Source: an optimization exercise on an open RTL-to-GDS flow (aim: small area, a short achievable clock period and few clock cycles per item). Production flows keep margins and buffers that such runs may drop. At most, simulation tests tie the RTL to the original design; equivalence was not proved. No activity file was given, so power comes from the tool's default toggle rates.

// modrm_address_register_stack_unit
module modrm_address_register_stack_unit (
  input  logic        clk_i,
  input  logic        rst_ni,
  input  logic        start,
  output logic        busy,
  input  logic [2:0]  op_i,
  input  logic [2:0]  reg_i,
  input  logic        wide_i,
  input  logic [15:0] value_i,
  input  logic [1:0]  mode_i,
  input  logic [2:0]  rm_i,
  input  logic [7:0]  disp_lo_i,
  input  logic [7:0]  disp_hi_i,
  output logic        done_o,
  output logic [15:0] read_data_o,
  output logic [15:0] address_o,
  output logic        is_register_o,
  output logic [1:0]  disp_bytes_o,
  output logic        stack_fault_o
);
  logic clr, vb, take;
  mars_ctrl u_ctrl (
    .clk_i  (clk_i),
    .rst_ni (rst_ni),
    .start  (start),
    .busy   (busy),
    .clr_o  (clr),
    .vb_o   (vb),
    .take_o (take),
    .done_o (done_o)
  );
  mars_dp u_dp (
    .clk_i         (clk_i),
    .rst_ni        (rst_ni),
    .clr_i         (clr),
    .vb_i          (vb),
    .take_i        (take),
    .op_i          (op_i),
    .reg_i         (reg_i),
    .wide_i        (wide_i),
    .value_i       (value_i),
    .mode_i        (mode_i),
    .rm_i          (rm_i),
    .disp_lo_i     (disp_lo_i),
  ...
==> flow/config.mk <==
export PLATFORM = sky130hd
export DESIGN_NAME = modrm_address_register_stack_unit
export DESIGN_NICKNAME = modrm_address_register_stack_unit
export VERILOG_FILES = /design/flow/design.v
export SDC_FILE = /design/flow/constraint.sdc
export NUM_CORES = 4
export LEC_CHECK = 0
export CAP_MARGIN = 20
export CORE_MARGIN = 2
export CORE_UTILIZATION = 55
export CTS_CLUSTER_DIAMETER = 80
export CTS_CLUSTER_SIZE = 25
export SETUP_SLACK_MARGIN = 5
export SLEW_MARGIN = 20
==> flow/constraint.sdc <==
create_clock -name core_clock -period 8.0 [get_ports {clk_i}]
set_input_delay 1.6000 -clock core_clock [delete_from_list [all_inputs] [get_ports {clk_i}]]
set_output_delay 1.6000 -clock core_clock [all_outputs]
set_load 0.01 [all_outputs]
standard.sh (not shown) runs the stock make flow with config.mk's settings and CLKGATE_MAP_FILE= SYNTH_SCRIPT=/design/flow/synth_recipe.tcl, a recipe that flattens the netlist after the stock synthesis.
==> flow/flow/run.sh <==
#!/bin/bash
set -euo pipefail
bash standard.sh \
  MATCH_CELL_FOOTPRINT=0 \
  "BUFFER_PORTS_ARGS=-buffer_cell sky130_fd_sc_hd__buf_4" \
  finish > standard_flow.log 2>&1
The first run produced a clean layout.
Edit:
--- a/flow/design.v
+++ b/flow/design.v
@@ -170,16 +170,17 @@
     end else begin
       x_b = 16'd0;
     end
   end
   logic [15:0] x_c, y_c, z_c;
   logic [1:0]  db_c;
   logic        isr_c, flt_c, pop_c, wide_c, a0_c, ea_c, rd_c;
   logic [7:0]  weh_e_c, weh_o_c;
+  logic [15:0] wel_e_c, wel_o_c;
   logic [6:0]  ie_c, io_c;
   always_ff @(posedge clk_i or negedge rst_ni) begin
     if (!rst_ni) begin
       x_c <= 16'd0;
     end else begin
       x_c <= x_b;
     end
   end
@@ -192,24 +193,26 @@
     wide_c <= wide_q;
     ea_c   <= ea_q;
     rd_c   <= rd_q;
     a0_c   <= a0_b;
     ie_c   <= ie_b;
     io_c   <= io_b;
     weh_e_c <= (push_ok & (~a0_b | wide_q)) ? 8'(1) << ie_b[6:4] : 8'd0;
     weh_o_c <= (push_ok & (a0_b | wide_q)) ? 8'(1) << io_b[6:4] : 8'd0;
+    wel_e_c <= 16'(1) << ie_b[3:0];
+    wel_o_c <= 16'(1) << io_b[3:0];
   end
   logic [1023:0] bank_e, bank_o;
   logic [7:0]  grp_e, grp_o;
   logic [15:0] row_e, row_o;
   assign grp_e = weh_e_c | {8{clr_i}};
   assign grp_o = weh_o_c | {8{clr_i}};
-  assign row_e = (16'(1) << ie_c[3:0]) | {16{clr_i}};
-  assign row_o = (16'(1) << io_c[3:0]) | {16{clr_i}};
+  assign row_e = wel_e_c | {16{clr_i}};
+  assign row_o = wel_o_c | {16{clr_i}};
   for (genvar i = 0; i < 128; i++) begin : g_stack
     always_ff @(posedge clk_i) begin
       if (grp_e[i / 16] && row_e[i % 16]) begin
         bank_e[8*i +: 8] <= x_c[7:0];
       end
       if (grp_o[i / 16] && row_o[i % 16]) begin
         bank_o[8*i +: 8] <= x_c[15:8];
       end
=> Design area came out higher by 0.98%; power came out higher by 1.9%; count of clock-buffer cells in the layout came out higher by 1; hold slack loses 0.0036 ns; global-route usage came out lower by 0.15 points; maximum frequency came out higher by 1.5%; utilization came out lower by 0.74 points; via count came out higher by 1.6%; setup slack gains 0.046 ns; synthesized area came out higher by 1.7%; cell count came out higher by 5.0%; sequential power came out higher by about 3%.
Function was not checked in any run of this note: the RTL went through the layout flow alone.

========
## green
modrm_address_register_stack_unit, a different RTL version from the one above (not shown whole).
clock: 8.0 ns
lec_check: 0
cap_margin: 20
core_margin: 2
core_utilization: 55
cts_cluster_diameter: 80
cts_cluster_size: 25
setup_slack_margin: 5
slew_margin: 20
Scripts as last shown in full above: flow/flow/run.sh
Testbench counts of green, summed over its fixed seeds: cycles 32,040, items 32,000.
## Diff of input files: orange against green
--- a/flow/design.v
+++ b/flow/design.v
@@ -167,51 +167,63 @@
       x_b = ea_s;
     end else if (rd_q) begin
       x_b = wide_q ? rv : hib_q ? {8'd0, rv[15:8]} : {8'd0, rv[7:0]};
     end else begin
       x_b = 16'd0;
     end
   end
   logic [15:0] x_c, y_c, z_c;
   logic [1:0]  db_c;
   logic        isr_c, flt_c, pop_c, wide_c, a0_c, ea_c, rd_c;
+  logic        we_e_c, we_o_c;
   logic [7:0]  weh_e_c, weh_o_c;
+  logic [15:0] wel_e_c, wel_o_c;
   logic [6:0]  ie_c, io_c;
   always_ff @(posedge clk_i or negedge rst_ni) begin
     if (!rst_ni) begin
       x_c <= 16'd0;
     end else begin
       x_c <= x_b;
     end
   end
   always_ff @(posedge clk_i) begin
     y_c    <= y_b;
     db_c   <= db_q;
     isr_c  <= isr_q;
     flt_c  <= fault_b;
     pop_c  <= pop_ok;
     wide_c <= wide_q;
     ea_c   <= ea_q;
     rd_c   <= rd_q;
     a0_c   <= a0_b;
     ie_c   <= ie_b;
     io_c   <= io_b;
-    weh_e_c <= (push_ok & (~a0_b | wide_q)) ? 8'(1) << ie_b[6:4] : 8'd0;
-    weh_o_c <= (push_ok & (a0_b | wide_q)) ? 8'(1) << io_b[6:4] : 8'd0;
+    we_e_c  <= push_ok & (~a0_b | wide_q);
+    we_o_c  <= push_ok & (a0_b | wide_q);
+    weh_e_c <= 8'(1) << ie_b[6:4];
+    weh_o_c <= 8'(1) << io_b[6:4];
+    wel_e_c <= 16'(1) << ie_b[3:0];
+    wel_o_c <= 16'(1) << io_b[3:0];
   end
   logic [1023:0] bank_e, bank_o;
+  logic [7:0]  grp_e, grp_o;
+  logic [15:0] row_e, row_o;
+  assign grp_e = (weh_e_c & {8{we_e_c}}) | {8{clr_i}};
+  assign grp_o = (weh_o_c & {8{we_o_c}}) | {8{clr_i}};
+  assign row_e = wel_e_c | {16{clr_i}};
+  assign row_o = wel_o_c | {16{clr_i}};
   for (genvar i = 0; i < 128; i++) begin : g_stack
     always_ff @(posedge clk_i) begin
-      if (clr_i || (weh_e_c[i / 16] && ie_c[3:0] == 4'(i % 16))) begin
+      if (grp_e[i / 16] && row_e[i % 16]) begin
         bank_e[8*i +: 8] <= x_c[7:0];
       end
-      if (clr_i || (weh_o_c[i / 16] && io_c[3:0] == 4'(i % 16))) begin
+      if (grp_o[i / 16] && row_o[i % 16]) begin
         bank_o[8*i +: 8] <= x_c[15:8];
       end
     end
   end
   assign z_c = x_c + y_c;
   logic [1:0] db_d;
   logic       isr_d, flt_d, rsel_d, asel_d, hien_d, a0_d, ie6_d, io6_d;
   logic [7:0] e0_d, e1_d, o0_d, o1_d;
   always_ff @(posedge clk_i) begin
     db_d   <= db_c;
--- outcome ---
Via count sits lower in orange than in green.
Taking green as the reference, in orange sequential power comparable, total count of max-transition violations in the final report comparable, relative contribution of the clock network to total power now larger.
green → orange: number of violations reported at the end of detailed-routing iteration 0 lost 18, die width neither gained nor lost much.
Between green and orange, the difference in design area is negligible.
Compared green against orange; overall die area within noise.
Compared with green, orange shows a lower wire length reported by the detailed router.
Diff green -> orange: final cell count fell 294, post-layout minimum cycle time has increased, count of buffer and inverter cells on the critical path fell by 1, post-place setup slack rose by 0.071 ns, area growth from synthesis to layout level.
Every run in the comparison, green and orange, completed the flow with a clean layout.
Only the layout flow was run in orange; the RTL was not checked for function there.

## separate check: timing with driven ports
No port has a modelled driver above. Below, the same layouts with a new extraction and two added sets of constraints.
Step 1: set_driving_cell puts a clkbuf_16 on clk_i and a buf_2 on each other input, an assumption about the parent block.
Step 2, shift: input delay + t, output delay - t, t = (earliest + latest rising clock arrival at the registers) / 2. This alone moves slack from input paths to output paths.
a / b / c = ideal ports / drivers / drivers and shift; a / b = the first two.
| run | t (ns) | setup slack, ns | clock arrival spread, ns | slew at the worst register clock pin (ns) | worst data-port slew with drivers (ns) |
|---|---|---|---|---|---|
| the first run of note 1 | 0.869 | 4.929 / 4.929 / 4.322 | 0.032 / 0.033 | 0.10 / 0.10 | 0.07 |
| the second run of note 1 | 0.884 | 4.975 / 4.975 / 4.578 | 0.033 / 0.034 | 0.10 / 0.10 | 0.05 |
| green | 0.868 | 5.067 / 4.981 / 4.370 | 0.031 / 0.032 | 0.11 / 0.11 | 0.05 |
| orange | 0.863 | 4.997 / 4.985 / 4.458 | 0.034 / 0.035 | 0.10 / 0.10 | 0.05 |
After both steps setup and hold are still met in every run listed. For green, which loses most, drivers alone change the setup slack by -0.086 ns; drivers and shift together by -0.697 ns.
